Source: an optimization exercise on an open RTL-to-GDS flow (aim: small area and a short achievable clock period). Production flows keep margins and buffers that such runs may drop. No functional check of the RTL was part of any run shown here. Power figures rest on the tool's default switching activity, not on a simulated workload.

===== flow/config.mk =====
export PLATFORM = sky130hd
export DESIGN_NAME = scopeCore
export DESIGN_NICKNAME = scopeCore
export VERILOG_FILES = /design/flow/design.v
export SDC_FILE = /design/flow/constraint.sdc
export NUM_CORES = 4
export LEC_CHECK = 0
export ABC_AREA = 1
export CAP_MARGIN = 20
export CORE_MARGIN = 2
export CORE_UTILIZATION = 60
export SETUP_SLACK_MARGIN = 3.1
export SLEW_MARGIN = 20
export TNS_END_PERCENT = 1

===== flow/flow/run.sh =====
#!/bin/bash
# Layout flow: the standard ORFS flow (standard synthesis included), with the
# ports buffered by a plain buffer instead of the weakest delay cell, and clock
# tree synthesis without dummy loads; nothing else changed.
set -euo pipefail
export BUFFER_PORTS_ARGS="-buffer_cell sky130_fd_sc_hd__buf_2"
export CTS_ARGS="-sink_clustering_enable -repair_clock_nets -dont_use_dummy_load"
bash standard.sh finish > make_finish.log 2>&1

===== flow/constraint.sdc =====
create_clock -name core_clock -period 5.0 [get_ports {clk_flash}]
set_input_delay 1.0000 -clock core_clock [delete_from_list [all_inputs] [get_ports {clk_flash}]]
set_output_delay 1.0000 -clock core_clock [all_outputs]
set_load 0.01 [all_outputs]

===== flow/design.v =====
`timescale 1ns/1ps
module channelTrigger (
	input logic clk_flash,
	input logic rstN,
	input logic [8-1:0] sample,  
	input logic [8-1:0] threshLow,  
	input logic [8-1:0] threshHigh,  
	input logic fallingEdge,  
	input logic [(10 + 1)-1:0] tot,  
	input logic dsGo,  
	output logic fire,  
	output logic inRange  
);
	localparam int CW = (10 + 1);
	function automatic logic gt(input logic [15:0] a, input logic [15:0] b);
		logic [15:0] g, e;
		for (int i = 0; i < 16; i++) begin
			g[i] = a[i] & ~b[i];
			e[i] = ~(g[i] | (~a[i] & b[i]));
		end
		for (int s = 1; s < 16; s = s * 2) begin
			for (int i = 0; i < 16; i = i + 2 * s) begin
				g[i] = g[i + s] | (e[i + s] & g[i]);
				e[i] = e[i + s] & e[i];
			end
		end
		gt = g[0];
	endfunction
	function automatic logic [CW-1:0] inc(input logic [CW-1:0] a);
		logic [31:0] pp;
		logic [CW-1:0] r;
		pp = 32'(a);
		for (int l = 0; l < 5; l++) begin
			for (int i = 0; i < 32; i++) begin
				if (((i >> l) & 1) == 1) pp[i] = pp[i] & pp[((i >> l) << l) - 1];
			end
		end
		r[0] = ~a[0];
		for (int i = 1; i < CW; i++) r[i] = a[i] ^ pp[i - 1];
		inc = r;
	endfunction
	logic wasInRange;  
	logic edgeSeen;  
	logic levelHeld;  
	logic totStep;  
	logic limZero;  
	logic cntZero;  
	logic over;  
	logic clear;  
	logic step;  
	logic [CW-1:0] totCount;  
	assign edgeSeen = fallingEdge ? (wasInRange & ~inRange) : (inRange & ~wasInRange);
	assign levelHeld = inRange ^ fallingEdge;
	assign totStep = ~tot[CW-1] | dsGo;
	assign limZero = ~|tot[CW-2:0];
	assign cntZero = ~|totCount;
	assign over = gt(16'(totCount), 16'(tot[CW-2:0]));  
	assign clear = limZero | over | (~cntZero & totStep & ~levelHeld);
	assign step = cntZero ? edgeSeen : totStep;  
	always_ff @(posedge clk_flash) begin
		if (!rstN) begin
			inRange <= 1'b0;
			wasInRange <= 1'b0;
			fire <= 1'b0;
			totCount <= '0;
		end else begin
			inRange <= ~gt(16'(threshLow), 16'(sample)) & ~gt(16'(sample), 16'(threshHigh));
			wasInRange <= inRange;
			fire <= limZero ? edgeSeen : over;
			if (clear) begin
				totCount <= '0;
			end else if (step) begin
				totCount <= inc(totCount);
			end
		end
	end
endmodule
`timescale 1ns/1ps
module coincidenceTrigger (
	input logic clk_flash,
	input logic rstN,
	input logic [4-1:0] fire,  
	input logic [4-1:0] chanEnable,  
	input logic [1:0] coinReq,  
	input logic [8-1:0] holdTime,  
	input logic allowSameChan,  
	input logic dsGo,
	input logic noSelfTrig,  
	input logic isFirst,  
	input logic isLast,  
	input logic [1:0] trigIn,  
	output logic trigger,  
	output logic [1:0] trigOut  
);
	localparam int HW = 8;
	function automatic logic [HW-1:0] dec(input logic [HW-1:0] a);
		logic [31:0] pp;
		logic [HW-1:0] r;
		pp = 32'(a);
		pp = ~pp;
		for (int l = 0; l < 5; l++) begin
			for (int i = 0; i < 32; i++) begin
				if (((i >> l) & 1) == 1) pp[i] = pp[i] & pp[((i >> l) << l) - 1];
			end
		end
		r[0] = ~a[0];
		for (int i = 1; i < HW; i++) r[i] = a[i] ^ pp[i - 1];
		dec = r;
	endfunction
	logic [HW-1:0] holdLeft [4];  
	logic [4-1:0] fired;  
	logic [4-1:0] running;  
	logic [4-1:0] held;  
	logic [4-1:0] chanHit;  
	logic selfTrig;
	logic goingLeft;  
	logic goingRight;  
	always_comb begin
		for (int i = 0; i < 4; i++) begin
			running[i] = |holdLeft[i];
			held[i] = chanEnable[i] & running[i];
		end
		for (int i = 0; i < 4; i++) begin
			logic o1, o2, o3, s;  
			logic [2:0] h;  
			h = (i == 0) ? held[3:1] : (i == 1) ? {held[3:2], held[0]} :
				(i == 2) ? {held[3], held[1:0]} : held[2:0];
			o1 = |h;
			o2 = (h[0] & h[1]) | (h[0] & h[2]) | (h[1] & h[2]);
			o3 = &h;
			s = allowSameChan & held[i];
			case (coinReq)
				2'd0: chanHit[i] = 1'b1;
				2'd1: chanHit[i] = o1 | s;
				2'd2: chanHit[i] = o2 | (s & o1);
				default: chanHit[i] = o3 | (s & o2);
			endcase
			chanHit[i] = chanHit[i] & chanEnable[i] & fired[i];
		end
	end
	always_ff @(posedge clk_flash) begin
		if (!rstN) begin
			fired <= '0;
			for (int i = 0; i < 4; i++) begin
				holdLeft[i] <= '0;
			end
		end else begin
			fired <= fire;
			for (int i = 0; i < 4; i++) begin
				if (fire[i]) begin
					holdLeft[i] <= holdTime;  
				end else if (dsGo && running[i]) begin
					holdLeft[i] <= dec(holdLeft[i]);  
				end
			end
		end
	end
	assign selfTrig = |chanHit;
	assign goingLeft = trigIn[0] & ~isFirst;
	assign goingRight = trigIn[1] & ~isLast;
	always_ff @(posedge clk_flash) begin
		if (!rstN) begin
			trigger <= 1'b0;
			trigOut <= '0;
		end else if (noSelfTrig) begin
			trigger <= trigIn[1];  
			trigOut <= {trigIn[1], 1'b0};
		end else begin
			trigger <= selfTrig | goingLeft | goingRight;
			trigOut <= {selfTrig | goingRight, selfTrig | goingLeft};
		end
	end
endmodule
`timescale 1ns/1ps
module acquireControl (
	input logic clk_flash,
	input logic rstN,
	input logic startTrigger,  
	input logic trigger,  
	input logic [10-1:0] triggerPoint,  
	input logic [10-1:0] nsmp,  
	input logic [5-1:0] downsample,  
	output logic dsGo,  
	output logic acquiring,
	output logic [10-1:0] wrAddress,  
	output logic [10-1:0] trigPointAddr,  
	output logic dataReady  
);
	localparam logic [1:0] INIT = 2'd0;  
	localparam logic [1:0] PREACQ = 2'd1;  
	localparam logic [1:0] WAITING = 2'd2;  
	localparam logic [1:0] POSTACQ = 2'd3;  
	localparam int DW = 22 + 1;
	localparam int AW = 10;
	function automatic logic [AW-1:0] incA(input logic [AW-1:0] a);
		logic [31:0] pp;
		logic [AW-1:0] r;
		pp = 32'(a);
		for (int l = 0; l < 5; l++) begin
			for (int i = 0; i < 32; i++) begin
				if (((i >> l) & 1) == 1) pp[i] = pp[i] & pp[((i >> l) << l) - 1];
			end
		end
		r[0] = ~a[0];
		for (int i = 1; i < AW; i++) r[i] = a[i] ^ pp[i - 1];
		incA = r;
	endfunction
	function automatic logic [DW-1:0] incD(input logic [DW-1:0] a);
		logic [31:0] pp;
		logic [DW-1:0] r;
		pp = 32'(a);
		for (int l = 0; l < 5; l++) begin
			for (int i = 0; i < 32; i++) begin
				if (((i >> l) & 1) == 1) pp[i] = pp[i] & pp[((i >> l) << l) - 1];
			end
		end
		r[0] = ~a[0];
		for (int i = 1; i < DW; i++) r[i] = a[i] ^ pp[i - 1];
		incD = r;
	endfunction
	logic [1:0] state;
	logic [10-1:0] sampleCount;  
	logic [22:0] dsCount;
	logic [31:0] dsSel;  
	logic atTrigPoint;  
	logic atEnd;  
	logic postDone;  
	logic wrStep;  
	logic [10-1:0] wrNext;  
	logic trigCapture;  
	always_comb begin
		dsSel = {32{dsCount[22]}};  
		dsSel[22:1] = dsCount[22:1];
		dsSel[0] = 1'b1;
	end
	logic [3:0] dsLo;  
	logic [7:0] dsHi;  
	logic [7:0] dsGrp;  
	always_comb begin
		for (int i = 0; i < 4; i++) dsLo[i] = (downsample[1:0] == 2'(i));
		for (int h = 0; h < 8; h++) dsHi[h] = (downsample[4:2] == 3'(h));
		for (int h = 0; h < 8; h++) dsGrp[h] = |(dsSel[4*h +: 4] & dsLo);
	end
	assign dsGo = |(dsGrp & dsHi);
	assign atTrigPoint = (sampleCount == triggerPoint);
	assign atEnd = (sampleCount == nsmp);
	assign postDone = (state == POSTACQ) && atEnd;
	assign wrStep = dsGo && acquiring && !postDone;
	assign wrNext = wrStep ? incA(wrAddress) : wrAddress;
	always_ff @(posedge clk_flash) begin
		if (!rstN || dsGo) begin
			dsCount <= {{22{1'b0}}, 1'b1};
		end else begin
			dsCount <= incD(dsCount);
		end
	end
	always_ff @(posedge clk_flash) begin
		if (!rstN) begin
			state <= INIT;
			acquiring <= 1'b0;
			dataReady <= 1'b0;
			wrAddress <= '0;
			sampleCount <= '0;
		end else begin
			wrAddress <= wrNext;
			case (state)
				INIT: begin
					if (startTrigger) begin
						sampleCount <= '0;
						acquiring <= 1'b1;
						dataReady <= 1'b0;
						state <= PREACQ;
					end
				end
				PREACQ: begin
					if (atTrigPoint) begin
						state <= WAITING;
					end else if (dsGo) begin
						sampleCount <= incA(sampleCount);
					end
				end
				WAITING: begin
					if (trigger) begin
						sampleCount <= triggerPoint;
						state <= POSTACQ;
					end
				end
				default: begin
					if (atEnd) begin
						acquiring <= 1'b0;
						dataReady <= 1'b1;
						state <= INIT;
					end else if (dsGo) begin
						sampleCount <= incA(sampleCount);
					end
				end
			endcase
		end
	end
	always_ff @(posedge clk_flash) begin
		trigCapture <= rstN && state == WAITING && trigger;
		if (trigCapture) begin
			trigPointAddr <= wrAddress;
		end
	end
endmodule
`timescale 1ns/1ps
module sampleAverager (
	input logic clk_flash,
	input logic rstN,
	input logic [4*8-1:0] flashData,  
	input logic [4*8-1:0] samples,  
	input logic highRes,  
	input logic dsGo,
	input logic [5-1:0] downsample,
	output logic [4*8-1:0] dout  
);
	localparam int ACC_W = 8 + 5;  
	function automatic logic [ACC_W-1:0] add(input logic [ACC_W-1:0] a, input logic [8-1:0] b);
		logic [15:0] p, g, gg, pp;
		logic [ACC_W-1:0] r;
		p = 16'(a ^ ACC_W'(b));
		g = 16'(a & ACC_W'(b));
		gg = g;
		pp = p;
		for (int l = 0; l < 4; l++) begin
			for (int i = 0; i < 16; i++) begin
				if (((i >> l) & 1) == 1) begin
					gg[i] = gg[i] | (pp[i] & gg[((i >> l) << l) - 1]);
					pp[i] = pp[i] & pp[((i >> l) << l) - 1];
				end
			end
		end
		r[0] = p[0];
		for (int i = 1; i < ACC_W; i++) r[i] = p[i] ^ gg[i - 1];
		add = r;
	endfunction
	logic [ACC_W-1:0] accSum [4];
	logic [8-1:0] accShift [4];  
	logic [5-1:0] hrCount;  
	logic [5:0] shiftSel;  
	logic flush;  
	logic restart;  
	assign flush = dsGo || (&hrCount);  
	assign restart = !rstN || !highRes || flush;
	always_comb begin
		for (int k = 0; k < 5; k++) shiftSel[k] = (downsample == 5'(k));
		shiftSel[5] = (downsample >= 5'(5));
		for (int i = 0; i < 4; i++) begin
			accShift[i] = '0;
			for (int k = 0; k <= 5; k++)
				accShift[i] = accShift[i] | (accSum[i][k +: 8] & {8{shiftSel[k]}});
		end
	end
	always_ff @(posedge clk_flash) begin
		for (int i = 0; i < 4; i++) begin
			accSum[i] <= restart ? ACC_W'(flashData[i*8 +: 8]) :
				add(accSum[i], flashData[i*8 +: 8]);
		end
		if (!rstN) begin
			hrCount <= '0;
			dout <= '0;
		end else if (highRes) begin
			hrCount <= flush ? '0 : hrCount + 1'b1;
			for (int i = 0; i < 4; i++) begin
				if (flush) begin
					dout[i*8 +: 8] <= accShift[i];
				end
			end
		end else begin
			hrCount <= '0;
			dout <= samples;  
		end
	end
endmodule
`timescale 1ns/1ps
module scopeCore (
	input logic clk_flash,
	input logic rstN,
	input logic [4*8-1:0] flashData,  
	input logic [8-1:0] threshLow,  
	input logic [8-1:0] threshHigh,
	input logic fallingEdge,
	input logic [(10 + 1)-1:0] tot,
	input logic [4-1:0] chanEnable,
	input logic [1:0] coinReq,
	input logic [8-1:0] holdTime,
	input logic allowSameChan,
	input logic noSelfTrig,
	input logic isFirst,
	input logic isLast,
	input logic [1:0] trigIn,  
	input logic startTrigger,
	input logic [10-1:0] triggerPoint,
	input logic [10-1:0] nsmp,
	input logic [5-1:0] downsample,
	input logic highRes,
	output logic [1:0] trigOut,  
	output logic trigger,
	output logic [4-1:0] inRange,  
	output logic acquiring,
	output logic dataReady,
	output logic [10-1:0] wrAddress,
	output logic [10-1:0] trigPointAddr,
	output logic [4*8-1:0] dout  
);
	logic [4*8-1:0] samples;  
	logic [4-1:0] fire;
	logic dsGo;
	always_ff @(posedge clk_flash) begin
		samples <= flashData;  
	end
	for (genvar i = 0; i < 4; i++) begin : gChan
		channelTrigger uChan (
			.clk_flash(clk_flash),
			.rstN(rstN),
			.sample(samples[i*8 +: 8]),
			.threshLow(threshLow),
			.threshHigh(threshHigh),
			.fallingEdge(fallingEdge),
			.tot(tot),
			.dsGo(dsGo),
			.fire(fire[i]),
			.inRange(inRange[i])
		);
	end
	coincidenceTrigger uCoin (
		.clk_flash(clk_flash),
		.rstN(rstN),
		.fire(fire),
		.chanEnable(chanEnable),
		.coinReq(coinReq),
		.holdTime(holdTime),
		.allowSameChan(allowSameChan),
		.dsGo(dsGo),
		.noSelfTrig(noSelfTrig),
		.isFirst(isFirst),
		.isLast(isLast),
		.trigIn(trigIn),
		.trigger(trigger),
		.trigOut(trigOut)
	);
	acquireControl uAcq (
		.clk_flash(clk_flash),
		.rstN(rstN),
		.startTrigger(startTrigger),
		.trigger(trigger),
		.triggerPoint(triggerPoint),
		.nsmp(nsmp),
		.downsample(downsample),
		.dsGo(dsGo),
		.acquiring(acquiring),
		.wrAddress(wrAddress),
		.trigPointAddr(trigPointAddr),
		.dataReady(dataReady)
	);
	sampleAverager uAvg (
		.clk_flash(clk_flash),
		.rstN(rstN),
		.flashData(flashData),
		.samples(samples),
		.highRes(highRes),
		.dsGo(dsGo),
		.downsample(downsample),
		.dout(dout)
	);
endmodule

===== flow/standard.sh =====
#!/bin/bash
# synth_recipe.tcl (not shown) runs the flow's synth.tcl, then flattens the netlist and writes it again
# the make line also repeats each setting of config.mk as NAME=value (left out here)
make -C /OpenROAD-flow-scripts/flow DESIGN_CONFIG=/design/flow/config.mk WORK_HOME=/design/flow/orfs CLKGATE_MAP_FILE= SYNTH_SCRIPT=/design/flow/synth_recipe.tcl "${@:-finish}"

==> results of run 1 <==
[final timing paths]
| check | cells past startpoint | start | slack [ps] | end |
|---|---|---|---|---|
| setup / recovery | 16 | downsample[3] | 2590 | gChan[0].uChan.totCount[5]$_SDFFE_PP0P_ |
| hold reg to reg | 1 | uAcq.dsCount[0]$_SDFF_PP1_ | 420 | uAcq.dsCount[0]$_SDFF_PP1_ |
| setup reg to reg | 12 | uAcq.dsCount[0]$_SDFF_PP1_ | 2690 | uAcq.dsCount[17]$_SDFF_PP0_ |
| hold / removal | 1 | uAcq.dsCount[0]$_SDFF_PP1_ | 420 | uAcq.dsCount[0]$_SDFF_PP1_ |
[synthesized netlist by cell type, types with 12 or more instances]
cell                       count  area (µm²)
sky130_fd_sc_hd__xnor2_1      36         315
sky130_fd_sc_hd__clkbuf_1     42         158
sky130_fd_sc_hd__a21oi_1     150         751
sky130_fd_sc_hd__nand4_1      22         138
sky130_fd_sc_hd__buf_2        21         105
sky130_fd_sc_hd__ha_1        175        2190
sky130_fd_sc_hd__nor2_1      208         781
sky130_fd_sc_hd__nand3_1     148         741
sky130_fd_sc_hd__dfxtp_1     264        5290
sky130_fd_sc_hd__o22ai_1      30         188
sky130_fd_sc_hd__a221oi_1     31         272
sky130_fd_sc_hd__fa_1         12         240
sky130_fd_sc_hd__xor2_1       28         245
sky130_fd_sc_hd__o21ai_0     165         826
sky130_fd_sc_hd__o211ai_1     29         218
sky130_fd_sc_hd__nand2_1     458        1720
sky130_fd_sc_hd__o21ai_1      15        75.1
sky130_fd_sc_hd__inv_1       288        1080
sky130_fd_sc_hd__nor3_1       26         130
[kinds of logic after synthesis]
family,after synthesis,synth area share
simple gates,897,0.227
xor+xnor,64,0.0339
fa+ha+maj,187,0.147
buf+inv,372,0.0893
compound gates,470,0.165
flops,274,0.338
[layout make-up]
type	count	area, µm²
Sequential cell	274	5590
Timing Repair inverter	2	13.8
Antenna cell	2	5.00
Inverter	295	1160
Timing Repair Buffer	254	1780
Clock buffer	29	726
Fill cell	2176	7270
Tap cell	341	427
Multi-Input combinational cell	1620	10100
[state kept, by name (all words and copies together), names as in the netlist, 2 cells and up]
name and flops:
gChan.uChan.fire 4, uAcq.dsCount 23, uCoin.trigOut 2, gChan.uChan.inRange 4, uAvg.dout 32, uAvg.hrCount 5
uAcq.trigPointAddr 10, gChan.uChan.wasInRange 4, gChan.uChan.totCount 44, uCoin.holdLeft 32, uAcq.wrAddress 10, uCoin.fired 4
samples 32, uAcq.sampleCount 10, uAvg.accSum 52, uAcq.state 2
[metrics by stage]
stage	power, µW	instances	util	setup WS [ps]
2_1_floorplan	3350	2264	-	2350
3_3_place_gp	3680	2711	0.657	1180
3_5_place_dp	3710	2711	0.657	1040
4_1_cts	5620	2779	0.710	2620
5_1_grt	6010	2816	0.731	2510
6_report	5740	2817	0.731	2590
[routing by layer]
metal  share of wire  global-route usage
met5         0.00027                   0
met4           0.040               0.127
met3           0.088              0.0660
met2            0.46               0.536
met1            0.41               0.415
[what timing repair did]
item	4_1_cts	5_1_grt
cloned	7	8
setup buffers	32	28
pin swaps	22	43
setup endpoints to repair	277	278
resized for setup	91	74
[report_power, final]
part	switching (µW)	internal [µW]	total (µW)
sequential	163	2330	2500
clock	817	1010	1830
combinational	833	583	1420
[critical path: cells and delay by family]
family | cells | cell delay, ps
buf+inv | 6 | 790
compound gates | 2 | 260
simple gates | 8 | 800
==> tab_implementation.tex, run 1 <==
\begin{tabular}{lr}
\hline
Metric & Value \\
\hline
\multicolumn{2}{l}{\textbf{Run status}} \\
\quad Outcome & finished clean \\
\multicolumn{2}{l}{\textbf{Min path}} \\
\quad Min-delay worst type & flop to flop \\
\multicolumn{2}{l}{\textbf{Floorplanning}} \\
\quad Io pins & 170 \\
\quad Height of the die & 170 µm \\
\quad Starting density of the core & 0.612 \\
\quad Core area & 27000 µm² \\
\quad Die Outline Area & 28900 µm² \\
\quad FP Rows & 60 \\
\quad Horizontal die dimension & 170 µm \\
\multicolumn{2}{l}{\textbf{Job}} \\
\quad Max-capacitance violation count & 0 \\
\multicolumn{2}{l}{\textbf{Setup path}} \\
\quad Worst stage delay on the critical path & 230 ps \\
\quad Crit Path Max Fanout & 5 \\
\quad Kind of start point of the critical path & input pin \\
\quad Cell repeated most along the worst path & sky130\_fd\_sc\_hd\_\_buf\_4 \\
\quad Standard cell with the maximum stage delay on the critical path & sky130\_fd\_sc\_hd\_\_buf\_2 \\
\quad Critical Path AT & 2860 ps \\
\quad Cells along the critical path & buf\_4 > nor2\_4 > nand2\_4 > inv\_2 > nand3\_4 > inv\_8 > nand2\_1 > nand3\_2 > nor2\_4 > buf\_4 > buf\_4 > nand3\_4 > nand2\_8 > o21ai\_2 > buf\_2 > a21oi\_1 \\
\quad Critical path type & input pin to flop \\
\quad Endpoint class of the critical path & flop \\
\quad Required time reported for the critical path endpoint & 5450 ps \\
\multicolumn{2}{l}{\textbf{Yosys}} \\
\quad Syn Std Cell Area & 16500 µm² \\
\quad Count of distinct cell types in the synthesized netlist & 49 \\
\quad Post-Syn Instances & 2264 \\
\quad Top FF cell, synth & sky130\_fd\_sc\_hd\_\_dfxtp\_1 \\
\quad Number of enable-type register cells in the synthesized netlist & 10 \\
\quad Async SR Flop Fraction & 0 \\
\quad Mean Syn Cell Area & 7.30 µm² \\
\quad Net count of the mapped netlist & 2560 \\
\quad Sequential share of the synthesized area & 0.338 \\
\quad \#FFs+latches synth & 274 \\
\quad Warnings, synthesis & 8 \\
\multicolumn{2}{l}{\textbf{Clocking}} \\
\quad Clock transition at the register clock pins on the worst setup and hold paths after CTS & 60 ps \\
\quad Insertion delay to the later sink of the worst-skew pair & 560 ps \\
\quad Hold buffer count at CTS & 0 \\
\quad Total number of clock tree sinks & 274 \\
\quad H-tree level count & 1 \\
\quad CTS tree & done \\
\quad Buffers from clock root to sink, at most & 3 \\
\quad Number of buffers created by CTS & 29 \\
\quad Clock root buffer & sky130\_fd\_sc\_hd\_\_clkbuf\_16 \\
\multicolumn{2}{l}{\textbf{Layout}} \\
\quad Final standard cell area without fillers & 19800 µm² \\
\quad Most common library cell in the layout ignoring fill and taps & sky130\_fd\_sc\_hd\_\_nand2\_1 \\
\quad Net count of the finished layout & 2772 \\
\quad Top library cells by usage in the layout, fill and taps aside & sky130\_fd\_sc\_hd\_\_nand2\_1, sky130\_fd\_sc\_hd\_\_inv\_1, sky130\_fd\_sc\_hd\_\_dfxtp\_1 \\
\quad Area added between synthesis and finish & 19.5\% \\
\quad Proportion of layout cells with a drive suffix above 1 & 0.174 \\
\multicolumn{2}{l}{\textbf{Timing}} \\
\quad Worst relative slew slack & 0.581 \\
\quad Final TNS setup & 0 ps \\
\quad Ratio of final minimum period to clock period & 0.483 \\
\quad Unrepaired setup endpoints after global routing & true \\
\quad Slew Limit Fails & 0 \\
\quad Smallest hold slack & 416 ps \\
\quad Post-layout min period & 2410 ps \\
\quad Slew at the pin closest to its max-slew limit & 623 ps \\
\quad Highest clock frequency the design can meet & 414 MHz \\
\quad Final setup violation count & 0 \\
\quad Hold Vio Cnt, Final & 0 \\
\quad Worst Skew & 45.5 ps \\
\multicolumn{2}{l}{\textbf{GRT}} \\
\quad Antenna violations before repair & 3 \\
\quad Remaining global-route overflow & 0 \\
\quad Largest net degree at the start of global routing & 57 \\
\quad Vias in the first global route & 15200 \\
\quad Total routing resource utilization after global routing & 0.323 \\
\quad First-pass GRT wire length & 75.5 mm \\
\multicolumn{2}{l}{\textbf{Place}} \\
\quad Count of buffers from port buffering & 169 \\
\quad Half-perimeter wire length after placement & 34.2 mm \\
\quad Final GP Congestion & 0.914 \\
\quad Post-placement cell area & 17700 µm² \\
\multicolumn{2}{l}{\textbf{Pwr}} \\
\quad Power per unit of standard cell area & 290 nW/µm² \\
\quad VDD IR-drop max & 0.222 mV \\
\quad Leakage power of the design & 0.00934 µW \\
\multicolumn{2}{l}{\textbf{Routing}} \\
\quad Routed WL & 49.0 mm \\
\quad First drt pass iteration count & 5 \\
\quad First-iteration detailed-routing DRC count & 1347 \\
\quad Routed WL per cell & 17.4 µm \\
\quad Number of remaining DRC errors & 0 \\
\quad DRT antenna net count & 0 \\
\quad Vias per inst & 5.81 \\
\quad Routed via count & 16400 \\
\hline
\end{tabular}
==> inputs of run 2 (changes only) <==
==> flow/flow/run.sh (replaced) <==
#!/bin/bash
# Layout flow: the standard ORFS flow (standard synthesis included), with the
# ports buffered by a plain buffer instead of the weakest delay cell, and clock
# tree synthesis without dummy loads and with clkbuf_8 tree buffers; nothing else changed.
set -euo pipefail
export BUFFER_PORTS_ARGS="-buffer_cell sky130_fd_sc_hd__buf_2"
export CTS_ARGS="-sink_clustering_enable -repair_clock_nets -dont_use_dummy_load -buf_list sky130_fd_sc_hd__clkbuf_8"
bash standard.sh finish > make_finish.log 2>&1
==> tab_implementation.tex, run 2 <==
\begin{tabular}{lr}
\hline
Metric & Value \\
\hline
\multicolumn{2}{l}{\textbf{Floorplanning}} \\
\quad Starting density of the core & 0.612 (unchanged) \\
\quad Io pins & 170 (unchanged) \\
\quad Horizontal die dimension & 170 µm (unchanged) \\
\quad FP Rows & 60 (unchanged) \\
\quad Die Outline Area & 28900 µm² (unchanged) \\
\quad Core area & 27000 µm² (unchanged) \\
\quad Height of the die & 170 µm (unchanged) \\
\multicolumn{2}{l}{\textbf{Yosys}} \\
\quad Warnings, synthesis & 8 (unchanged) \\
\quad Syn Std Cell Area & 16500 µm² (unchanged) \\
\quad Leading post-synthesis cells by cell area & sky130\_fd\_sc\_hd\_\_dfxtp\_1, sky130\_fd\_sc\_hd\_\_ha\_1, sky130\_fd\_sc\_hd\_\_nand2\_1 \\
\quad Count of distinct cell types in the synthesized netlist & 49 (unchanged) \\
\quad Most common library cells after synthesis & sky130\_fd\_sc\_hd\_\_nand2\_1, sky130\_fd\_sc\_hd\_\_inv\_1, sky130\_fd\_sc\_hd\_\_dfxtp\_1 \\
\quad Number of enable-type register cells in the synthesized netlist & 10 (unchanged) \\
\quad Post-Syn Instances & 2264 (unchanged) \\
\quad \#FFs+latches synth & 274 (unchanged) \\
\quad Net count of the mapped netlist & 2560 (unchanged) \\
\quad Async SR Flop Fraction & 0 (unchanged) \\
\quad Cell with the most instances after synthesis & sky130\_fd\_sc\_hd\_\_nand2\_1 \\
\quad Mean Syn Cell Area & 7.30 µm² (unchanged) \\
\quad Synth top area share & 0.320 (unchanged) \\
\quad Sequential share of the synthesized area & 0.338 (unchanged) \\
\quad Top FF cell, synth & sky130\_fd\_sc\_hd\_\_dfxtp\_1 \\
\quad Cell type with the highest aggregate area in the netlist & sky130\_fd\_sc\_hd\_\_dfxtp\_1 \\
\multicolumn{2}{l}{\textbf{Setup path}} \\
\quad Register-to-Register Setup Slack & 2730 ps (+40 ps) \\
\quad Capturing point of the worst reg2reg path & uAcq.dsCount[17]\$\_SDFF\_PP0\_ \\
\quad Worst flop-to-flop path startpoint & uAcq.dsCount[0]\$\_SDFF\_PP1\_ \\
\quad Worst Reg2Reg Path Length in Cells & 12 (unchanged) \\
\quad Endpoint class of the critical path & flop \\
\quad Destination of the critical timing path & uAvg.dout[23]\$\_SDFFE\_PN0P\_ \\
\quad Standard cell with the maximum stage delay on the critical path & sky130\_fd\_sc\_hd\_\_a221oi\_1 \\
\quad CP delay by family, top & compound AO/OA/AOI/OAI gates \\
\quad Worst setup path startpoint & downsample[0] \\
\quad Cell depth of the worst setup path & 10 (-6) \\
\quad Critical Path AT & 2830 ps (-30 ps) \\
\quad Worst stage delay on the critical path & 310 ps (+80 ps) \\
\quad Kind of start point of the critical path & input pin \\
\quad Critical path type & input pin to flop \\
\quad Required time reported for the critical path endpoint & 5450 ps (about the same) \\
\quad Buffers \& Inverters on Critical Path & 3 (-3) \\
\quad Cells along the critical path & buf\_12 > nor2\_4 > nand2\_1 > nand2\_4 > clkinvlp\_4 > buf\_4 > a221oi\_1 > o2111ai\_1 > o211ai\_1 > o21ai\_0 \\
\quad Crit Path Max Fanout & 17 (+12) \\
\multicolumn{2}{l}{\textbf{Layout}} \\
\quad Top library cells by usage in the layout, fill and taps aside & sky130\_fd\_sc\_hd\_\_nand2\_1, sky130\_fd\_sc\_hd\_\_inv\_1, sky130\_fd\_sc\_hd\_\_dfxtp\_1 \\
\quad Number of inserted diodes & 0 (-2) \\
\quad Net count of the finished layout & 2793 (+0.76\%) \\
\quad Flip-flop count of the largest register, all copies and words added & 52 (unchanged) \\
\quad Register containing the most flip-flops in the final layout & uAvg.accSum \\
\quad Largest registers in the final layout & uAvg.accSum x52, gChan.uChan.totCount x44 \\
\quad Proportion of layout cells with a drive suffix above 1 & 0.187 (+0.0134) \\
\quad Most common library cell in the layout ignoring fill and taps & sky130\_fd\_sc\_hd\_\_nand2\_1 \\
\quad FILL cells & 2176 (unchanged) \\
\quad Area added between synthesis and finish & 20.1\% \\
\multicolumn{2}{l}{\textbf{GRT}} \\
\quad Largest net degree at the start of global routing & 57 (unchanged) \\
\quad Remaining global-route overflow & 0 (unchanged) \\
\quad Antenna violations before repair & 2 (-1) \\
\quad Total routing resource utilization after global routing & 0.335 (+0.0113) \\
\quad First-pass GRT wire length & 77.7 mm (+2.9\%) \\
\quad Vias in the first global route & 15600 (+2.7\%) \\
\multicolumn{2}{l}{\textbf{Routing}} \\
\quad First drt pass iteration count & 8 (+3) \\
\quad Routed WL & 49.5 mm (+0.92\%) \\
\quad Vias per inst & 5.81 (about the same) \\
\quad Routed WL per cell & 17.4 µm (+0.24\%) \\
\quad DRT antenna net count & 0 (unchanged) \\
\quad First-iteration detailed-routing DRC count & 1401 (+4.0\%) \\
\quad Routed via count & 16500 (+0.70\%) \\
\quad Number of remaining DRC errors & 0 (unchanged) \\
\multicolumn{2}{l}{\textbf{Clocking}} \\
\quad Clock transition at the register clock pins on the worst setup and hold paths after CTS & 50 ps (about the same) \\
\quad Insertion delay to the later sink of the worst-skew pair & 590 ps (+30 ps) \\
\quad Hold buffer count at CTS & 0 (unchanged) \\
\quad CTS tree & done \\
\quad Buffers from clock root to sink, at most & 3 (unchanged) \\
\quad Total number of clock tree sinks & 274 (unchanged) \\
\quad Number of buffers created by CTS & 47 (+62\%) \\
\quad H-tree level count & 2 (+1) \\
\quad Clock root buffer & sky130\_fd\_sc\_hd\_\_clkbuf\_8 \\
\multicolumn{2}{l}{\textbf{Timing}} \\
\quad Slew at the pin closest to its max-slew limit & 631 ps (+8.00 ps) \\
\quad Worst Skew & 62.4 ps (+16.9 ps) \\
\quad Final worst slack & 2620 ps (+33.2 ps) \\
\quad Ratio of final minimum period to clock period & 0.476 (-0.00663) \\
\quad Post-layout min period & 2380 ps (-33.2 ps) \\
\quad Hold Vio Cnt, Final & 0 (unchanged) \\
\quad Worst relative slew slack & 0.576 (-0.00538) \\
\quad Slew Limit Fails & 0 (unchanged) \\
\quad Highest clock frequency the design can meet & 420 MHz (+1.4\%) \\
\quad Final setup violation count & 0 (unchanged) \\
\quad Final TNS setup & 0 ps (unchanged) \\
\quad Unrepaired setup endpoints after global routing & true \\
\multicolumn{2}{l}{\textbf{Pwr}} \\
\quad Power per unit of standard cell area & 282 nW/µm² (-3.1\%) \\
\quad Leakage power of the design & 0.00938 µW (+0.49\%) \\
\quad VDD IR-drop max & 0.237 mV (+6.9\%) \\
\quad Total power after layout & 5590 µW (-2.6\%) \\
\multicolumn{2}{l}{\textbf{Job}} \\
\quad Max-capacitance violation count & 0 (unchanged) \\
\multicolumn{2}{l}{\textbf{Place}} \\
\quad Count of buffers from port buffering & 169 (unchanged) \\
\quad Half-perimeter wire length after placement & 34.2 mm (unchanged) \\
\quad Minimum setup slack after placement & 1040 ps (unchanged) \\
\quad Final GP Congestion & 0.914 (unchanged) \\
\multicolumn{2}{l}{\textbf{Min path}} \\
\quad Min-delay worst type & flop to flop \\
\multicolumn{2}{l}{\textbf{Run status}} \\
\quad Outcome & finished clean \\
\hline
\end{tabular}
==> run 2: kinds of logic (layout without fill, tap and decap cells) <==
kind of cell               count (synthesis)  after routing  share of synthesized area
adders and majority gates                187            187                      0.147
xor gates and xnor gates                  64             64                     0.0339
AOI/OAI and AO/OA                        470            470                      0.165
DFF                                      274            274                      0.338
buffers and inverters                    372            602                     0.0893
and+or+nand+nor                          897            898                      0.227
==> run 2: per-layer routing <==
| layer | up-vias | GRT usage | share of wire |
|---|---|---|---|
| met5 | - | 0 | 0.00026 |
| met4 | 2 | 0.137 | 0.042 |
| met3 | 180 | 0.0742 | 0.090 |
| met2 | 740 | 0.554 | 0.46 |
| met1 | 7519 | 0.424 | 0.41 |
| li1 | 8034 | - | - |
==> run 2: repair_timing <==
action,4_1_cts,5_1_grt
endpoints found under the setup margin,278,279
gates resized for setup,156,35
cloned,12,3
setup buffers,44,19
pin swaps,42,27
==> run 2: metrics by stage <==
| stage | instances | hold slack [ps] | instance area (µm²) | util |
|---|---|---|---|---|
| after floorplan | 2264 | 370 | 16700 | - |
| after global placement | 2711 | 379 | 17700 | 0.657 |
| after detailed placement | 2711 | 384 | 17700 | 0.657 |
| after CTS | 2814 | 396 | 19600 | 0.723 |
| after global routing | 2836 | 414 | 19900 | 0.735 |
| final | 2836 | 399 | 19900 | 0.735 |
==> run 2: power by group <==
group / switching [µW] / internal, µW / leakage (µW)
registers: 162 / 2340 / 0.00226
clock network: 824 / 826 / 0.000338
logic: 847 / 596 / 0.00679
total: 1830 / 3760 / 0.00938
==> run 2: cell type report <==
| type | instances | area [µm²] | share of cell area |
|---|---|---|---|
| flip-flops and latches | 274 | 5590 | 0.281 |
| multi-input cells | 1619 | 10100 | 0.510 |
| repair inverters | 1 | 6.26 | 0.000315 |
| inverters | 295 | 1170 | 0.0590 |
| well taps | 341 | 427 | 0.0215 |
| repair buffers | 259 | 1900 | 0.0956 |
| clock buffers | 47 | 647 | 0.0326 |
==> run 2: how the worst min path moves through the flow <==
stage                          startpoint                    endpoint  slack [ps]  cells after the start
5_1_grt        uAcq.dsCount[0]$_SDFF_PP1_  uAcq.dsCount[0]$_SDFF_PP1_         410                      1
6_report       uAcq.dsCount[0]$_SDFF_PP1_  uAcq.dsCount[0]$_SDFF_PP1_         400                      1
4_1_cts        uAcq.dsCount[0]$_SDFF_PP1_  uAcq.dsCount[0]$_SDFF_PP1_         400                      1
3_3_place_gp   uAcq.dsCount[0]$_SDFF_PP1_  uAcq.dsCount[0]$_SDFF_PP1_         380                      1
3_5_place_dp   uAcq.dsCount[0]$_SDFF_PP1_  uAcq.dsCount[0]$_SDFF_PP1_         380                      1
2_1_floorplan  uAcq.dsCount[0]$_SDFF_PP1_  uAcq.dsCount[0]$_SDFF_PP1_         370                      1
==> inputs of run 3 (changes only) <==
--- a/flow/design.v
+++ b/flow/design.v
@@ -183,2 +183,3 @@
 	output logic dsGo,  
+	output logic [31:0] dsSel,  
 	output logic acquiring,
@@ -192,2 +193,10 @@
 	localparam logic [1:0] POSTACQ = 2'd3;  
+	function automatic logic dsPick(input logic [31:0] sel, input logic [4:0] ds);
+		logic [3:0] lo;
+		logic [7:0] hi, grp;
+		for (int i = 0; i < 4; i++) lo[i] = (ds[1:0] == 2'(i));
+		for (int h = 0; h < 8; h++) hi[h] = (ds[4:2] == 3'(h));
+		for (int h = 0; h < 8; h++) grp[h] = |(sel[4*h +: 4] & lo);
+		dsPick = |(grp & hi);
+	endfunction
 	localparam int DW = 22 + 1;
@@ -223,3 +232,3 @@
 	logic [22:0] dsCount;
-	logic [31:0] dsSel;  
+	logic acqGo;  
 	logic atTrigPoint;  
@@ -235,11 +244,4 @@
 	end
-	logic [3:0] dsLo;  
-	logic [7:0] dsHi;  
-	logic [7:0] dsGrp;  
-	always_comb begin
-		for (int i = 0; i < 4; i++) dsLo[i] = (downsample[1:0] == 2'(i));
-		for (int h = 0; h < 8; h++) dsHi[h] = (downsample[4:2] == 3'(h));
-		for (int h = 0; h < 8; h++) dsGrp[h] = |(dsSel[4*h +: 4] & dsLo);
-	end
-	assign dsGo = |(dsGrp & dsHi);
+	assign dsGo = dsPick(dsSel, downsample);
+	assign acqGo = dsPick(dsSel & {32{acquiring}}, downsample);  
 	assign atTrigPoint = (sampleCount == triggerPoint);
@@ -247,3 +249,3 @@
 	assign postDone = (state == POSTACQ) && atEnd;
-	assign wrStep = dsGo && acquiring && !postDone;
+	assign wrStep = acqGo && !postDone;
 	assign wrNext = wrStep ? incA(wrAddress) : wrAddress;
@@ -277,3 +279,3 @@
 						state <= WAITING;
-					end else if (dsGo) begin
+					end else if (acqGo) begin
 						sampleCount <= incA(sampleCount);
@@ -292,3 +294,3 @@
 						state <= INIT;
-					end else if (dsGo) begin
+					end else if (acqGo) begin
 						sampleCount <= incA(sampleCount);
@@ -313,3 +315,3 @@
 	input logic highRes,  
-	input logic dsGo,
+	input logic [31:0] dsSel,  
 	input logic [5-1:0] downsample,
@@ -337,2 +339,10 @@
 	endfunction
+	function automatic logic dsPick(input logic [31:0] sel, input logic [4:0] ds);
+		logic [3:0] lo;
+		logic [7:0] hi, grp;
+		for (int i = 0; i < 4; i++) lo[i] = (ds[1:0] == 2'(i));
+		for (int h = 0; h < 8; h++) hi[h] = (ds[4:2] == 3'(h));
+		for (int h = 0; h < 8; h++) grp[h] = |(sel[4*h +: 4] & lo);
+		dsPick = |(grp & hi);
+	endfunction
 	logic [ACC_W-1:0] accSum [4];
@@ -343,3 +353,3 @@
 	logic restart;  
-	assign flush = dsGo || (&hrCount);  
+	assign flush = dsPick(dsSel | {32{&hrCount}}, downsample);  
 	assign restart = !rstN || !highRes || flush;
@@ -409,2 +419,3 @@
 	logic dsGo;
+	logic [31:0] dsSel;
 	always_ff @(posedge clk_flash) begin
@@ -451,2 +462,3 @@
 		.dsGo(dsGo),
+		.dsSel(dsSel),
 		.acquiring(acquiring),
@@ -462,3 +474,3 @@
 		.highRes(highRes),
-		.dsGo(dsGo),
+		.dsSel(dsSel),
 		.downsample(downsample),
==> flow/run.sh (new file) <==
#!/bin/bash
# synth_recipe.tcl (not shown) runs the flow's synth.tcl, then flattens the netlist and writes it again
# the make line also repeats each setting of config.mk as NAME=value (left out here)
make -C /OpenROAD-flow-scripts/flow DESIGN_CONFIG=/design/flow/config.mk WORK_HOME=/design/flow/orfs CLKGATE_MAP_FILE= SYNTH_SCRIPT=/design/flow/synth_recipe.tcl finish
removed: flow/flow/run.sh
removed: flow/standard.sh
==> tab_implementation.tex, run 3 <==
\begin{tabular}{lr}
\hline
Metric & Value \\
\hline
\multicolumn{2}{l}{\textbf{Yosys}} \\
\quad Area share of xor/xnor cells in the synthesized design & 0.0417 (+0.00781) \\
\quad Post-Syn Instances & 2396 (+5.8\%) \\
\quad Share of synthesized cell area in and, or, nand and nor gates & 0.256 (+0.0286) \\
\quad Async SR Flop Fraction & 0 (unchanged) \\
\quad Warnings, synthesis & 8 (unchanged) \\
\quad Top FF cell, synth & sky130\_fd\_sc\_hd\_\_dfxtp\_1 \\
\quad Adder-cell share of the synthesized area & 0.143 (-0.00408) \\
\quad Net count of the mapped netlist & 2692 (+5.2\%) \\
\quad Syn Std Cell Area & 17000 µm² (+2.9\%) \\
\quad Cell type with the highest aggregate area in the netlist & sky130\_fd\_sc\_hd\_\_dfxtp\_1 \\
\quad Synth top area share & 0.311 (-0.00888) \\
\quad Share of synthesized area spent on multiplexers & 0 (unchanged) \\
\quad Mean Syn Cell Area & 7.10 µm² (-2.8\%) \\
\quad Cell with the most instances after synthesis & sky130\_fd\_sc\_hd\_\_nand2\_1 \\
\quad Leading post-synthesis cells by cell area & sky130\_fd\_sc\_hd\_\_dfxtp\_1, sky130\_fd\_sc\_hd\_\_ha\_1, sky130\_fd\_sc\_hd\_\_nand2\_1 \\
\quad Sequential share of the synthesized area & 0.328 (-0.00939) \\
\quad \#FFs+latches synth & 274 (unchanged) \\
\quad Number of enable-type register cells in the synthesized netlist & 10 (unchanged) \\
\quad Count of distinct cell types in the synthesized netlist & 45 (-8.2\%) \\
\quad Share of the synthesized area in compound gates (AO/OA/AOI/OAI) & 0.147 (-0.0173) \\
\quad Combinational family with the most area after synthesis & simple AND/OR/NAND/NOR gates \\
\quad Most common library cells after synthesis & sky130\_fd\_sc\_hd\_\_nand2\_1, sky130\_fd\_sc\_hd\_\_inv\_1, sky130\_fd\_sc\_hd\_\_dfxtp\_1 \\
\multicolumn{2}{l}{\textbf{Routing}} \\
\quad Detailed route wirelength on metal3 & 4.23 mm (-4.7\%) \\
\quad First-iteration detailed-routing DRC count & 1630 (+16\%) \\
\quad Met2 wire length & 25.3 mm (+12\%) \\
\quad Vias per inst & 5.89 (+1.4\%) \\
\quad DRT antenna net count & 0 (unchanged) \\
\quad M1 WL & 20.9 mm (+2.6\%) \\
\quad Number of remaining DRC errors & 0 (unchanged) \\
\quad Highest metal layer used by the detailed router & met4 \\
\quad Routed WL per cell & 17.7 µm (+1.7\%) \\
\quad First drt pass iteration count & 5 (-3) \\
\quad Routed via count & 17700 (+7.3\%) \\
\quad Routed WL & 53.2 mm (+7.6\%) \\
\multicolumn{2}{l}{\textbf{GRT}} \\
\quad Antenna violations before repair & 2 (unchanged) \\
\quad Total routing resource utilization after global routing & 0.334 (-0.000925) \\
\quad Vias in the first global route & 16400 (+5.1\%) \\
\quad Remaining global-route overflow & 0 (unchanged) \\
\quad First-pass GRT wire length & 79.8 mm (+2.7\%) \\
\quad Largest net degree at the start of global routing & 55 (-3.5\%) \\
\multicolumn{2}{l}{\textbf{Pwr}} \\
\quad Switching fraction of total power & 0.322 (-0.00600) \\
\quad Leakage power of the design & 0.00987 µW (+5.2\%) \\
\quad Sequential cell fraction of total power & 0.399 (-0.048) \\
\quad Sw Pwr & 2000 µW (+9.2\%) \\
\quad Internal & 4220 µW (+12\%) \\
\quad VDD IR-drop max & 0.254 mV (+7.0\%) \\
\quad Gate power share & 0.251 (-0.007) \\
\quad Power per unit of standard cell area & 284 nW/µm² (+0.97\%) \\
\quad Proportion of power drawn by the clock network & 0.350 (+0.055) \\
\multicolumn{2}{l}{\textbf{Timing}} \\
\quad Post-layout min period & 2320 ps (-59.0 ps) \\
\quad Highest clock frequency the design can meet & 431 MHz (+2.5\%) \\
\quad Final setup violation count & 0 (unchanged) \\
\quad Ratio of final minimum period to clock period & 0.464 (-0.0118) \\
\quad Final TNS setup & 0 ps (unchanged) \\
\quad Worst relative slew slack & 0.549 (-0.0268) \\
\quad Unrepaired setup endpoints after global routing & true \\
\quad Worst Skew & 18.4 ps (-44.0 ps) \\
\quad Hold Vio Cnt, Final & 0 (unchanged) \\
\quad Slew Limit Fails & 0 (unchanged) \\
\quad Slew at the pin closest to its max-slew limit & 670 ps (+38.4 ps) \\
\multicolumn{2}{l}{\textbf{Clocking}} \\
\quad Clock transition at the register clock pins on the worst setup and hold paths after CTS & 60 ps (about the same) \\
\quad Total number of clock tree sinks & 274 (unchanged) \\
\quad CTS tree & done \\
\quad H-tree level count & 1 (-1) \\
\quad Insertion delay to the later sink of the worst-skew pair & 570 ps (-20 ps) \\
\quad Number of buffers created by CTS & 30 (-36\%) \\
\quad Hold buffer count at CTS & 0 (unchanged) \\
\quad Buffers from clock root to sink, at most & 3 (unchanged) \\
\quad Clock root buffer & sky130\_fd\_sc\_hd\_\_clkbuf\_16 \\
\multicolumn{2}{l}{\textbf{Layout}} \\
\quad FILL cells & 1995 (-8.3\%) \\
\quad Top library cells by usage in the layout, fill and taps aside & sky130\_fd\_sc\_hd\_\_nand2\_1, sky130\_fd\_sc\_hd\_\_dfxtp\_1, sky130\_fd\_sc\_hd\_\_inv\_1 \\
\quad Most common library cell in the layout ignoring fill and taps & sky130\_fd\_sc\_hd\_\_nand2\_1 \\
\quad Largest registers in the final layout & uAvg.accSum x52, gChan.uChan.totCount x44 \\
\quad Register containing the most flip-flops in the final layout & uAvg.accSum \\
\quad Core utilization of the finished layout & 0.786 (+0.0509) \\
\quad Flip-flop count of the largest register, all copies and words added & 52 (unchanged) \\
\quad Proportion of layout cells with a drive suffix above 1 & 0.152 (-0.0354) \\
\quad Area added between synthesis and finish & 28.7\% \\
\quad Final standard cell area without fillers & 21900 µm² (+10\%) \\
\quad Net count of the finished layout & 2897 (+3.7\%) \\
\multicolumn{2}{l}{\textbf{Floorplanning}} \\
\quad FP Rows & 61 (+1.7\%) \\
\quad Starting density of the core & 0.611 (-0.00130) \\
\quad Horizontal die dimension & 172 µm (+1.4\%) \\
\quad Die Outline Area & 29700 µm² (+2.8\%) \\
\quad Core area & 27900 µm² (+3.1\%) \\
\quad Height of the die & 172 µm (+1.4\%) \\
\quad Io pins & 170 (unchanged) \\
\multicolumn{2}{l}{\textbf{Setup path}} \\
\quad Crit Path Max Fanout & 25 (+8) \\
\quad Standard cell with the maximum stage delay on the critical path & sky130\_fd\_sc\_hd\_\_a221oi\_1 \\
\quad Buffers \& Inverters on Critical Path & 4 (+1) \\
\quad Required time reported for the critical path endpoint & 5460 ps (about the same) \\
\quad Worst stage delay on the critical path & 340 ps (+30 ps) \\
\quad Critical path type & input pin to flop \\
\quad Kind of start point of the critical path & input pin \\
\quad Cells along the critical path & buf\_2 > inv\_4 > nand2\_1 > nor2\_4 > nand2\_1 > buf\_12 > clkinvlp\_4 > a221oi\_1 > nand2\_1 > nand3\_1 > nand2\_1 \\
\quad Endpoint class of the critical path & flop \\
\quad Cell repeated most along the worst path & sky130\_fd\_sc\_hd\_\_nand2\_1 \\
\quad CP delay by family, top & buffers and inverters \\
\quad Critical Path AT & 2780 ps (-50 ps) \\
\multicolumn{2}{l}{\textbf{Place}} \\
\quad Half-perimeter wire length after placement & 34.7 mm (+1.4\%) \\
\quad Count of buffers from port buffering & 169 (unchanged) \\
\quad Post-placement cell area & 19100 µm² (+7.7\%) \\
\quad Final GP Congestion & 0.971 (+6.3\%) \\
\multicolumn{2}{l}{\textbf{Min path}} \\
\quad Min-delay worst type & flop to flop \\
\multicolumn{2}{l}{\textbf{Job}} \\
\quad Max-capacitance violation count & 0 (unchanged) \\
\multicolumn{2}{l}{\textbf{Run status}} \\
\quad Outcome & finished clean \\
\hline
\end{tabular}
-- run 3: changes by cell type in the layout (fill, tap and decap cells not counted), sizes merged, moves of 10 or more --
cell	previous run	this run
clkdlybuf4s50	0	72
o2111ai	8	26
a21oi	150	207
buf	257	77
o21ai	180	124
o211ai	29	9
inv	289	274
xor2	28	38
dlygate4sd2	0	70
a221oi	31	9
nand2	461	584
nand3	149	182
-- run 3: worst paths after layout --
| check | start | end | slack, ps | cells after the start |
|---|---|---|---|---|
| setup / recovery | downsample[3] | uAvg.dout[23]$_SDFFE_PN0P_ | 2680 | 11 |
| hold / removal | uAcq.dsCount[0]$_SDFF_PP1_ | uAcq.dsCount[0]$_SDFF_PP1_ | 400 | 1 |
| setup reg to reg | uAvg.hrCount[0]$_SDFF_PP0_ | uAvg.accSum[3][11]$_SDFF_PP0_ | 2700 | 17 |
| hold reg to reg | uAcq.dsCount[0]$_SDFF_PP1_ | uAcq.dsCount[0]$_SDFF_PP1_ | 400 | 1 |
-- run 3: power groups by stage --
stage	sequential, µW	combinational [µW]	clock, µW
final	2480	1560	2180
after global routing	2500	1720	2280
after global placement	2530	1210	0
after CTS	2470	1390	2180
after floorplan	2480	882	0
after detailed placement	2530	1250	0
-- run 3: timing repair --
| item | CTS | global route |
|---|---|---|
| setup endpoints to repair | 284 | 284 |
| pin swaps | 22 | 57 |
| buffers inserted | 28 | 24 |
| cloned | 10 | 11 |
| gates resized for setup | 247 | 213 |
-- run 3: worst reg2reg max path: stages (launching register included) --
cell                       delay [ps]
sky130_fd_sc_hd__dfxtp_2          330
sky130_fd_sc_hd__ha_4             160
sky130_fd_sc_hd__inv_4             60
sky130_fd_sc_hd__nor2_4            30
sky130_fd_sc_hd__ha_4             170
sky130_fd_sc_hd__buf_8            140
sky130_fd_sc_hd__o21ai_2          130
sky130_fd_sc_hd__nand4_1          120
sky130_fd_sc_hd__nand2_1           70
sky130_fd_sc_hd__nand2_1           60
sky130_fd_sc_hd__nor2_2           120
sky130_fd_sc_hd__buf_4            130
sky130_fd_sc_hd__nand4_4          110
sky130_fd_sc_hd__buf_6            170
sky130_fd_sc_hd__clkinv_8         110
sky130_fd_sc_hd__buf_16           150
sky130_fd_sc_hd__nand2_2           50
sky130_fd_sc_hd__nor2_1           110
-- run 3: logic make-up (layout without fill, tap and decap cells) --
group,Yosys count,in the layout
compound gates,441,445
xor+xnor,81,81
fa+ha+maj,187,187
buf+inv,365,581
flops,274,274
other cells,0,2
simple gates,1048,1054
-- run 3: layer usage --
metal | up-vias | GRT usage
li1 | 8393 | -
met1 | 8203 | 0.413
met2 | 872 | 0.572
met3 | 210 | 0.0458
met4 | 0 | 0.161
met5 | - | 0
-- run 3: metrics by stage --
stage               worst slack, ps  hold WS (ps)  total power (µW)  std cells
global placement                830           385              3740       2874
floorplan                      2440           369              3360       2396
finish                         2680           399              6220       3002
detailed placement              716           385              3790       2874
CTS                            2670           397              6040       2965
global route                   2620           410              6490       3002
-- run 3: cell type report --
type	count	area, µm²	share of cell area
timing repair inverter	4	30.0	0.00137
tap	378	473	0.0216
sequential	274	5600	0.256
antenna	2	5.00	0.000229
clock inverter	8	109	0.00497
inverter	281	1130	0.0515
timing repair buffer	243	2440	0.111
clock buffer	45	837	0.0382
multi-input combinational	1767	11300	0.515
==> inputs of run 4 (changes only) <==
--- a/flow/design.v
+++ b/flow/design.v
@@ -48,5 +48,8 @@
 	logic over;  
-	logic clear;  
-	logic step;  
+	logic running;  
+	logic [CW-1:0] totBase;
+	logic totInc;
+	logic totClr;
 	logic [CW-1:0] totCount;  
+	assign totCount = totClr ? '0 : totInc ? inc(totBase) : totBase;
 	assign edgeSeen = fallingEdge ? (wasInRange & ~inRange) : (inRange & ~wasInRange);
@@ -55,6 +58,5 @@
 	assign limZero = ~|tot[CW-2:0];
-	assign cntZero = ~|totCount;
-	assign over = gt(16'(totCount), 16'(tot[CW-2:0]));  
-	assign clear = limZero | over | (~cntZero & totStep & ~levelHeld);
-	assign step = cntZero ? edgeSeen : totStep;  
+	assign cntZero = totClr | (~totInc & ~|totBase);  
+	assign over = ~totClr & (totInc ? ~gt(16'(tot[CW-2:0]), 16'(totBase)) : gt(16'(totBase), 16'(tot[CW-2:0])));
+	assign running = ~limZero & ~over & ~cntZero;
 	always_ff @(posedge clk_flash) begin
@@ -64,3 +66,5 @@
 			fire <= 1'b0;
-			totCount <= '0;
+			totBase <= '0;
+			totInc <= 1'b0;
+			totClr <= 1'b0;
 		end else begin
@@ -69,7 +73,5 @@
 			fire <= limZero ? edgeSeen : over;
-			if (clear) begin
-				totCount <= '0;
-			end else if (step) begin
-				totCount <= inc(totCount);
-			end
+			totBase <= running ? totCount : CW'(~limZero & cntZero & edgeSeen);
+			totInc <= running & totStep & levelHeld;
+			totClr <= running & totStep & ~levelHeld;
 		end
@@ -109,3 +111,5 @@
 	endfunction
-	logic [HW-1:0] holdLeft [4];  
+	logic [HW-1:0] holdBase [4];
+	logic [4-1:0] holdDec;
+	logic [HW-1:0] holdLeft [4];
 	logic [4-1:0] fired;  
@@ -119,3 +123,4 @@
 		for (int i = 0; i < 4; i++) begin
-			running[i] = |holdLeft[i];
+			holdLeft[i] = holdDec[i] ? dec(holdBase[i]) : holdBase[i];
+			running[i] = holdDec[i] ? (holdBase[i] != HW'(1)) : (holdBase[i] != '0);
 			held[i] = chanEnable[i] & running[i];
@@ -143,4 +148,5 @@
 			fired <= '0;
+			holdDec <= '0;
 			for (int i = 0; i < 4; i++) begin
-				holdLeft[i] <= '0;
+				holdBase[i] <= '0;
 			end
@@ -149,7 +155,4 @@
 			for (int i = 0; i < 4; i++) begin
-				if (fire[i]) begin
-					holdLeft[i] <= holdTime;  
-				end else if (dsGo && running[i]) begin
-					holdLeft[i] <= dec(holdLeft[i]);  
-				end
+				holdBase[i] <= fire[i] ? holdTime : holdLeft[i];  
+				holdDec[i] <= !fire[i] && dsGo && running[i];  
 			end
@@ -183,3 +186,2 @@
 	output logic dsGo,  
-	output logic [31:0] dsSel,  
 	output logic acquiring,
@@ -193,10 +195,2 @@
 	localparam logic [1:0] POSTACQ = 2'd3;  
-	function automatic logic dsPick(input logic [31:0] sel, input logic [4:0] ds);
-		logic [3:0] lo;
-		logic [7:0] hi, grp;
-		for (int i = 0; i < 4; i++) lo[i] = (ds[1:0] == 2'(i));
-		for (int h = 0; h < 8; h++) hi[h] = (ds[4:2] == 3'(h));
-		for (int h = 0; h < 8; h++) grp[h] = |(sel[4*h +: 4] & lo);
-		dsPick = |(grp & hi);
-	endfunction
 	localparam int DW = 22 + 1;
@@ -230,5 +224,9 @@
 	logic [1:0] state;
+	logic [10-1:0] scBase;
+	logic scInc;
 	logic [10-1:0] sampleCount;  
+	logic [22:0] dsBase;
+	logic dsRst;
 	logic [22:0] dsCount;
-	logic acqGo;  
+	logic [31:0] dsSel;  
 	logic atTrigPoint;  
@@ -239,2 +237,4 @@
 	logic trigCapture;  
+	assign sampleCount = scInc ? incA(scBase) : scBase;
+	assign dsCount = dsRst ? DW'(1) : dsBase;
 	always_comb begin
@@ -244,4 +244,11 @@
 	end
-	assign dsGo = dsPick(dsSel, downsample);
-	assign acqGo = dsPick(dsSel & {32{acquiring}}, downsample);  
+	logic [3:0] dsLo;  
+	logic [7:0] dsHi;  
+	logic [7:0] dsGrp;  
+	always_comb begin
+		for (int i = 0; i < 4; i++) dsLo[i] = (downsample[1:0] == 2'(i));
+		for (int h = 0; h < 8; h++) dsHi[h] = (downsample[4:2] == 3'(h));
+		for (int h = 0; h < 8; h++) dsGrp[h] = |(dsSel[4*h +: 4] & dsLo);
+	end
+	assign dsGo = |(dsGrp & dsHi);
 	assign atTrigPoint = (sampleCount == triggerPoint);
@@ -249,12 +256,11 @@
 	assign postDone = (state == POSTACQ) && atEnd;
-	assign wrStep = acqGo && !postDone;
+	assign wrStep = dsGo && acquiring && !postDone;
 	assign wrNext = wrStep ? incA(wrAddress) : wrAddress;
 	always_ff @(posedge clk_flash) begin
-		if (!rstN || dsGo) begin
-			dsCount <= {{22{1'b0}}, 1'b1};
-		end else begin
-			dsCount <= incD(dsCount);
-		end
+		dsRst <= !rstN || dsGo;
+		dsBase <= incD(dsCount);
 	end
 	always_ff @(posedge clk_flash) begin
+		scInc <= 1'b0;
+		scBase <= sampleCount;
 		if (!rstN) begin
@@ -264,3 +270,3 @@
 			wrAddress <= '0;
-			sampleCount <= '0;
+			scBase <= '0;
 		end else begin
@@ -270,3 +276,3 @@
 					if (startTrigger) begin
-						sampleCount <= '0;
+						scBase <= '0;
 						acquiring <= 1'b1;
@@ -279,4 +285,4 @@
 						state <= WAITING;
-					end else if (acqGo) begin
-						sampleCount <= incA(sampleCount);
+					end else begin
+						scInc <= dsGo;
 					end
@@ -285,3 +291,3 @@
 					if (trigger) begin
-						sampleCount <= triggerPoint;
+						scBase <= triggerPoint;
 						state <= POSTACQ;
@@ -294,4 +300,4 @@
 						state <= INIT;
-					end else if (acqGo) begin
-						sampleCount <= incA(sampleCount);
+					end else begin
+						scInc <= dsGo;
 					end
@@ -315,3 +321,3 @@
 	input logic highRes,  
-	input logic [31:0] dsSel,  
+	input logic dsGo,
 	input logic [5-1:0] downsample,
@@ -339,10 +345,5 @@
 	endfunction
-	function automatic logic dsPick(input logic [31:0] sel, input logic [4:0] ds);
-		logic [3:0] lo;
-		logic [7:0] hi, grp;
-		for (int i = 0; i < 4; i++) lo[i] = (ds[1:0] == 2'(i));
-		for (int h = 0; h < 8; h++) hi[h] = (ds[4:2] == 3'(h));
-		for (int h = 0; h < 8; h++) grp[h] = |(sel[4*h +: 4] & lo);
-		dsPick = |(grp & hi);
-	endfunction
+	logic [ACC_W-1:0] accBase [4];
+	logic [5-1:0] hrBase;
+	logic winNew;
 	logic [ACC_W-1:0] accSum [4];
@@ -351,6 +352,9 @@
 	logic [5:0] shiftSel;  
+	logic hrFull;  
 	logic flush;  
 	logic restart;  
-	assign flush = dsPick(dsSel | {32{&hrCount}}, downsample);  
-	assign restart = !rstN || !highRes || flush;
+	assign hrCount = winNew ? '0 : hrBase;
+	assign hrFull = ~winNew & (&hrBase);
+	assign flush = dsGo || hrFull;
+	assign restart = !rstN || !highRes || hrFull;
 	always_comb begin
@@ -359,2 +363,3 @@
 		for (int i = 0; i < 4; i++) begin
+			accSum[i] = winNew ? ACC_W'(samples[i*8 +: 8]) : accBase[i];
 			accShift[i] = '0;
@@ -365,11 +370,11 @@
 	always_ff @(posedge clk_flash) begin
+		winNew <= dsGo;
 		for (int i = 0; i < 4; i++) begin
-			accSum[i] <= restart ? ACC_W'(flashData[i*8 +: 8]) :
+			accBase[i] <= restart ? ACC_W'(flashData[i*8 +: 8]) :
 				add(accSum[i], flashData[i*8 +: 8]);
 		end
+		hrBase <= restart ? '0 : hrCount + 1'b1;
 		if (!rstN) begin
-			hrCount <= '0;
 			dout <= '0;
 		end else if (highRes) begin
-			hrCount <= flush ? '0 : hrCount + 1'b1;
 			for (int i = 0; i < 4; i++) begin
@@ -380,3 +385,2 @@
 		end else begin
-			hrCount <= '0;
 			dout <= samples;  
@@ -419,3 +423,2 @@
 	logic dsGo;
-	logic [31:0] dsSel;
 	always_ff @(posedge clk_flash) begin
@@ -462,3 +465,2 @@
 		.dsGo(dsGo),
-		.dsSel(dsSel),
 		.acquiring(acquiring),
@@ -474,3 +476,3 @@
 		.highRes(highRes),
-		.dsSel(dsSel),
+		.dsGo(dsGo),
 		.downsample(downsample),
--- a/flow/config.mk
+++ b/flow/config.mk
@@ -10,3 +10,3 @@
 export CORE_MARGIN = 2
-export CORE_UTILIZATION = 60
+export CORE_UTILIZATION = 50
 export SETUP_SLACK_MARGIN = 3.1
==> tab_implementation.tex, run 4 <==
\begin{tabular}{lr}
\hline
Metric & Value \\
\hline
\multicolumn{2}{l}{\textbf{Layout}} \\
\quad FILL cells & 3240 (+62\%) \\
\quad Top library cells by usage in the layout, fill and taps aside & sky130\_fd\_sc\_hd\_\_nand2\_1, sky130\_fd\_sc\_hd\_\_inv\_1, sky130\_fd\_sc\_hd\_\_dfxtp\_1 \\
\quad Flip-flop count of the largest register, all copies and words added & 52 (unchanged) \\
\quad Net count of the finished layout & 3157 (+9.0\%) \\
\quad Most common library cell in the layout ignoring fill and taps & sky130\_fd\_sc\_hd\_\_nand2\_1 \\
\multicolumn{2}{l}{\textbf{GRT}} \\
\quad Total routing resource utilization after global routing & 0.304 (-0.0302) \\
\quad Antenna violations before repair & 3 (+1) \\
\quad Remaining global-route overflow & 0 (unchanged) \\
\quad Vias in the first global route & 17600 (+7.1\%) \\
\multicolumn{2}{l}{\textbf{Yosys}} \\
\quad Share of the synthesized area in compound gates (AO/OA/AOI/OAI) & 0.149 (+0.00183) \\
\quad Net count of the mapped netlist & 2925 (+8.7\%) \\
\quad \#FFs+latches synth & 289 (+5.5\%) \\
\quad Share of synthesized cell area in and, or, nand and nor gates & 0.245 (-0.0109) \\
\quad Share of synthesized area spent on multiplexers & 0 (unchanged) \\
\quad Cell type with the highest aggregate area in the netlist & sky130\_fd\_sc\_hd\_\_dfxtp\_1 \\
\quad Async SR Flop Fraction & 0 (unchanged) \\
\quad Combinational family with the most area after synthesis & simple AND/OR/NAND/NOR gates \\
\multicolumn{2}{l}{\textbf{Timing}} \\
\quad Worst relative slew slack & 0.376 (-0.172) \\
\quad Final TNS setup & 0 ps (unchanged) \\
\quad Final worst slack & 2410 ps (-267 ps) \\
\multicolumn{2}{l}{\textbf{Min path}} \\
\quad Min-delay worst type & flop to flop \\
\multicolumn{2}{l}{\textbf{Floorplanning}} \\
\quad Die Outline Area & 38700 µm² (+30\%) \\
\quad Io pins & 170 (unchanged) \\
\quad Starting density of the core & 0.507 (-0.104) \\
\multicolumn{2}{l}{\textbf{Routing}} \\
\quad First-iteration detailed-routing DRC count & 1433 (-12\%) \\
\multicolumn{2}{l}{\textbf{Clocking}} \\
\quad Clock root buffer & sky130\_fd\_sc\_hd\_\_clkbuf\_16 \\
\quad H-tree level count & 2 (+1) \\
\quad Number of buffers created by CTS & 36 (+20\%) \\
\quad Buffers from clock root to sink, at most & 3 (unchanged) \\
\quad Insertion delay to the later sink of the worst-skew pair & 550 ps (-20 ps) \\
\multicolumn{2}{l}{\textbf{Run status}} \\
\quad Outcome & finished clean \\
\multicolumn{2}{l}{\textbf{Pwr}} \\
\quad VDD IR-drop max & 0.265 mV (+4.4\%) \\
\multicolumn{2}{l}{\textbf{Place}} \\
\quad Final GP Congestion & 0.934 (-3.9\%) \\
\quad Count of buffers from port buffering & 169 (unchanged) \\
\hline
\end{tabular}
==> run 4: changes by cell type after synthesis, sizes merged, moves of 15 or more <==
| cell | before | now |
|---|---|---|
| xnor2 | 43 | 24 |
| a21oi | 206 | 157 |
| ha | 175 | 215 |
| nor2 | 213 | 234 |
| dfxtp | 264 | 279 |
| o32ai | 0 | 18 |
| inv | 279 | 381 |
| o2111ai | 26 | 6 |
| nand3 | 180 | 133 |
| o21ai | 121 | 180 |
| o221ai | 1 | 17 |
==> run 4: final timing paths <==
check	from	end	slack (ps)	depth (start not counted)
max reg2reg	uAvg.winNew$_DFF_P_	uAvg.accBase[3][9]$_SDFF_PP0_	2410	16
min	uAcq.dsBase[0]$_DFF_P_	uAcq.dsBase[0]$_DFF_P_	390	1
max	uAvg.winNew$_DFF_P_	uAvg.accBase[3][9]$_SDFF_PP0_	2410	16
min reg2reg	uAcq.dsBase[0]$_DFF_P_	uAcq.dsBase[0]$_DFF_P_	390	1
==> run 4: cell type report <==
cell class,instances,area (µm²),area share
multi-input combinational,1838,11700,0.497
timing repair buffer,270,2640,0.112
sequential,289,5900,0.251
inverter,384,1520,0.0644
timing repair inverter,2,27.5,0.00117
clock inverter,10,150,0.00637
tap,468,586,0.0249
clock buffer,50,1030,0.0439
antenna,2,5.00,0.000212
==> run 4: per-layer routing <==
layer,global-route usage,part of all wire,vias to the layer above
li1,-,-,9007
met1,0.377,0.42,8492
met2,0.521,0.47,662
met3,0.0464,0.065,171
met4,0.137,0.043,2
met5,0,0.00029,-
==> run 4: timing repair <==
item,CTS,global route
gates cloned,11,0
setup endpoints to repair,265,274
hold buffers,0,0
gates resized for setup,267,117
setup buffers,64,19
pin swaps,51,36
==> run 4: logic make-up (layout without fill, tap and decap cells) <==
family,count (synthesis),count (layout)
simple gates,1062,1066
compound gates,481,481
buf+inv,466,716
flops,289,289
fa+ha+maj,227,227
xor+xnor,64,64
other cells,0,2
==> run 4: report_power, final <==
group	leakage, µW	switching (µW)	internal, µW
clock network	0.000587	1020	1640
logic	0.00771	849	626
registers	0.00238	107	2440
==> run 4: critical path, stage by stage, from the launching register on <==
cell                      delay, ps
sky130_fd_sc_hd__dfxtp_4        370
sky130_fd_sc_hd__buf_12         180
sky130_fd_sc_hd__buf_12         150
sky130_fd_sc_hd__buf_4          110
sky130_fd_sc_hd__nand2_1         90
sky130_fd_sc_hd__o21ai_4         70
sky130_fd_sc_hd__inv_1          110
sky130_fd_sc_hd__ha_1           350
sky130_fd_sc_hd__a21oi_2        190
sky130_fd_sc_hd__nand2_2         80
sky130_fd_sc_hd__nand2_2         80
sky130_fd_sc_hd__inv_2           50
sky130_fd_sc_hd__o21ai_2        150
sky130_fd_sc_hd__nand2_2        140
sky130_fd_sc_hd__ha_4           190
sky130_fd_sc_hd__xor2_2         130
sky130_fd_sc_hd__nor2_1          90
==> run 4: stage by stage <==
step / cells / util / hold slack, ps / cell area (µm²) / total power, µW
6_report: 3313 / 0.644 / 388 / 23600 / 6680
5_1_grt: 3313 / 0.644 / 406 / 23600 / 6980
4_1_cts: 3292 / 0.633 / 389 / 23200 / 6640
3_5_place_dp: 3157 / 0.562 / 381 / 20600 / 3810
3_3_place_gp: 3157 / 0.562 / 383 / 20600 / 3790
2_1_floorplan: 2589 / - / 374 / 18600 / 3340

Check on run 4: ideal ports give 2.412 ns setup slack; a clkbuf_16 on the clock port and buf_2 on the inputs give 2.412 ns; moving port delays by the midpoint clock arrival (0.598 ns) as well gives 1.859 ns.
